Context: an optimization exercise on an open-source flow, tuned for small area, a short achievable clock period and few clock cycles per item. The choices shown serve that exercise and are no tape-out recipe.
In this exercise RTL edits were held to simulation tests only and were not proved equivalent to the original.
Power figures rest on the tool's default switching activity, not on a simulated workload.

== run A ==
// conv_route_top
module conv_route_top (
    input  logic                                  i_clk,
    input  logic                                  i_nrst,
    input  logic                                  i_wr_en,
    input  logic [conv_route_pkg::ADDR_WIDTH-1:0] i_wr_addr,
    input  logic [conv_route_pkg::DATA_WIDTH-1:0] i_wr_data,
    input  logic [conv_route_pkg::ADDR_WIDTH-1:0] i_start_addr,
    input  logic [conv_route_pkg::ADDR_WIDTH-1:0] i_i_size,
    input  logic [conv_route_pkg::ADDR_WIDTH-1:0] i_o_size,
    input  logic [conv_route_pkg::ADDR_WIDTH-1:0] i_stride,
    input  logic [conv_route_pkg::ADDR_WIDTH-1:0] i_i_c_size,
    input  logic                                  i_en,
    input  logic                                  i_reg_clear,
    input  logic                                  i_pop,
    output logic [conv_route_pkg::DATA_WIDTH-1:0] o_data,
    output logic                                  o_valid,
    output logic                                  o_ready,
    output logic                                  o_context_done,
    output logic                                  o_done
);
Settings: LEC_CHECK=0, CAP_MARGIN=20, CORE_MARGIN=2, CORE_UTILIZATION=68, CTS_CLUSTER_DIAMETER=80, CTS_CLUSTER_SIZE=30, SLEW_MARGIN=20, SYNTH_MEMORY_MAX_BITS=8192; clock period 12.0 ns.
standard.sh (not shown) runs the stock make flow with config.mk's settings and CLKGATE_MAP_FILE= SYNTH_SCRIPT=/design/flow/synth_recipe.tcl, a recipe that flattens the netlist after the stock synthesis.
==> flow/flow/run.sh <==
#!/bin/bash
# Standard ORFS layout in two runs of the standard.sh. Timing repair up to
# clock tree synthesis is asked to leave a setup margin, so that the layout is
# optimised for a shorter achieved period; the repair after global routing
# uses a smaller margin to keep its run time short. The SDC, clock period and
# I/O constraints are the design's own, unchanged.
set -euo pipefail
bash standard.sh SETUP_SLACK_MARGIN=8 cts > standard_flow_cts.log 2>&1
bash standard.sh SETUP_SLACK_MARGIN=7.6 finish > standard_flow_finish.log 2>&1
Run A closes out successfully: all stages finished, all timing, DRC and antenna checks passed.
Testbench counts of run A, summed over its fixed seeds: cycles 21,858, items 21,098.
Inputs modified between run A and run B:
--- a/flow/config.mk
+++ b/flow/config.mk
@@ -9,3 +9,3 @@
 export CORE_MARGIN = 2
-export CORE_UTILIZATION = 68
+export CORE_UTILIZATION = 55
 export CTS_CLUSTER_DIAMETER = 80
Results
- Compared to run A, run B leaves more free space in the core.
- Compared with run A, run B shows a lower aggregate global-route resource usage.
- Diff run A -> run B: total via count in the routed design now sits lower, sequential share of layout area now sits lower.
- Run B ends up with higher number of placed cells counting well taps than run A does.
- Diff run A -> run B: shortest period the worst path allows rose 69 ps, area inside the core boundary rose about 24%, aggregate routed wire length rose 4.4%.
Inputs modified between run B and run C:
==> flow/flow/run.sh <==
#!/bin/bash
# Standard ORFS layout in two runs of the standard.sh. Timing repair up to
# clock tree synthesis is asked to leave a setup margin, so that the layout is
# optimised for a shorter achieved period; the repair after global routing
# asks for the same margin. The SDC, clock period and
# I/O constraints are the design's own, unchanged.
set -euo pipefail
bash standard.sh SETUP_SLACK_MARGIN=8 cts > standard_flow_cts.log 2>&1
bash standard.sh SETUP_SLACK_MARGIN=8 finish > standard_flow_finish.log 2>&1
--- a/flow/config.mk
+++ b/flow/config.mk
@@ -9,3 +9,3 @@
 export CORE_MARGIN = 2
-export CORE_UTILIZATION = 55
+export CORE_UTILIZATION = 68
 export CTS_CLUSTER_DIAMETER = 80
Notes after the runs:
- Run C: PASS, flow complete, no timing, DRC or antenna violations
- Going from run B to run C, the pre-CTS worst setup slack was found to have gone up by 200 ps.
- Run C against run B: post-route minimum period has decreased; global-route usage over all layers increased by 6.8 points relative to the old numbers.
- On leakage dissipation, run B loses to run C.
- Delta (run C minus run B): via count has increased; area taken by flip-flops and latches has remained practically unchanged; core occupancy in the finished layout has increased.

* * *

Another version of the RTL of conv_route_top (not shown whole).
Size in the first run: ~8600 cells after synthesis, about 4300 flip-flops, roughly 160000 um2 of cells after synthesis.
// conv_route_top
module conv_route_top (
    input  logic                                  i_clk,
    input  logic                                  i_nrst,
    input  logic                                  i_wr_en,
    input  logic [conv_route_pkg::ADDR_WIDTH-1:0] i_wr_addr,
    input  logic [conv_route_pkg::DATA_WIDTH-1:0] i_wr_data,
    input  logic [conv_route_pkg::ADDR_WIDTH-1:0] i_start_addr,
    input  logic [conv_route_pkg::ADDR_WIDTH-1:0] i_i_size,
    input  logic [conv_route_pkg::ADDR_WIDTH-1:0] i_o_size,
    input  logic [conv_route_pkg::ADDR_WIDTH-1:0] i_stride,
    input  logic [conv_route_pkg::ADDR_WIDTH-1:0] i_i_c_size,
    input  logic                                  i_en,
    input  logic                                  i_reg_clear,
    input  logic                                  i_pop,
    output logic [conv_route_pkg::DATA_WIDTH-1:0] o_data,
    output logic                                  o_valid,
    output logic                                  o_ready,
    output logic                                  o_context_done,
    output logic                                  o_done
);
export LEC_CHECK = 0
export CAP_MARGIN = 20
export CORE_MARGIN = 2
export CORE_UTILIZATION = 72
export CTS_CLUSTER_DIAMETER = 80
export CTS_CLUSTER_SIZE = 26
export SLEW_MARGIN = 20
export SYNTH_MEMORY_MAX_BITS = 8192
create_clock -name core_clock -period 12.0 [get_ports {i_clk}]
==> flow/flow/run.sh <==
#!/bin/bash
# Standard ORFS layout in two runs of the standard.sh. Timing repair up to
# clock tree synthesis is asked to leave a setup margin, so that the layout is
# optimised for a shorter achieved period; the repair after global routing
# asks for the same margin. The SDC, clock period and
# I/O constraints are the design's own, unchanged.
set -euo pipefail
bash standard.sh SETUP_SLACK_MARGIN=8.3 cts > standard_flow_cts.log 2>&1
bash standard.sh SETUP_SLACK_MARGIN=8.3 finish > standard_flow_finish.log 2>&1
Testbench counts at the start, summed over its fixed seeds: cycles 21,858, items 21,098.
Edit:
--- a/flow/flow/run.sh
+++ b/flow/flow/run.sh
@@ -6,4 +6,4 @@
 # I/O constraints are the design's own, unchanged.
 set -euo pipefail
-bash standard.sh SETUP_SLACK_MARGIN=8.3 cts > standard_flow_cts.log 2>&1
-bash standard.sh SETUP_SLACK_MARGIN=8.3 finish > standard_flow_finish.log 2>&1
+bash standard.sh SETUP_SLACK_MARGIN=8 cts > standard_flow_cts.log 2>&1
+bash standard.sh SETUP_SLACK_MARGIN=8 finish > standard_flow_finish.log 2>&1
--- a/flow/config.mk
+++ b/flow/config.mk
@@ -8,7 +8,7 @@
 export CAP_MARGIN = 20
 export CORE_MARGIN = 2
-export CORE_UTILIZATION = 72
+export CORE_UTILIZATION = 68
 export CTS_CLUSTER_DIAMETER = 80
-export CTS_CLUSTER_SIZE = 26
+export CTS_CLUSTER_SIZE = 30
 export SLEW_MARGIN = 20
 export SYNTH_MEMORY_MAX_BITS = 8192
=> The new run produced a clean layout; clock power is lower by about 2%; non-clock buffer count fell by 53; clock skew hardly moves; synthesized area stays the same; via count falls by 1.6%; die area came out higher by about 6%; final cell count rose by about 0.55%; design area shrinks by about 0.7%; sequential power is about the same; critical path depth went up by 6.

## re-timing with driven ports
In the flow no input, the clock included, has a driving cell. The finished layouts below were timed again as built, in two steps. Step 1 (the two cells are an assumption about what drives the block):
set clk [get_ports {i_clk}]
set_driving_cell -lib_cell sky130_fd_sc_hd__clkbuf_16 $clk
set_driving_cell -lib_cell sky130_fd_sc_hd__buf_2 [delete_from_list [all_inputs] $clk]
Step 2 adds t to the input delays and takes it off the output delays; t is the mean of the earliest and latest rising clock arrival at the registers after step 1. Input paths then give back, and output paths get back, about the clock's delay inside the block. a / b / c = ideal / step 1 / step 2; a / b = the first two.
run	t (ns)	setup WS [ns]	worst setup path at the end	cell pins on the clock port's net
run A	0.990	7.783 / 7.783 / 6.985	input to register	1
run B	1.012	7.715 / 7.715 / 7.054	input to register	1
run C	0.989	7.809 / 7.809 / 7.186	input to register	1
the first run of note 2	1.008	8.040 / 7.935 / 7.368	input to register	1
the second run of note 2	0.970	7.812 / 7.812 / 7.247	input to register	1
After both steps every run listed still meets setup and hold. The setup slack of run A, which loses most, moves by 0.000 ns with the drivers and by -0.798 ns with both steps.
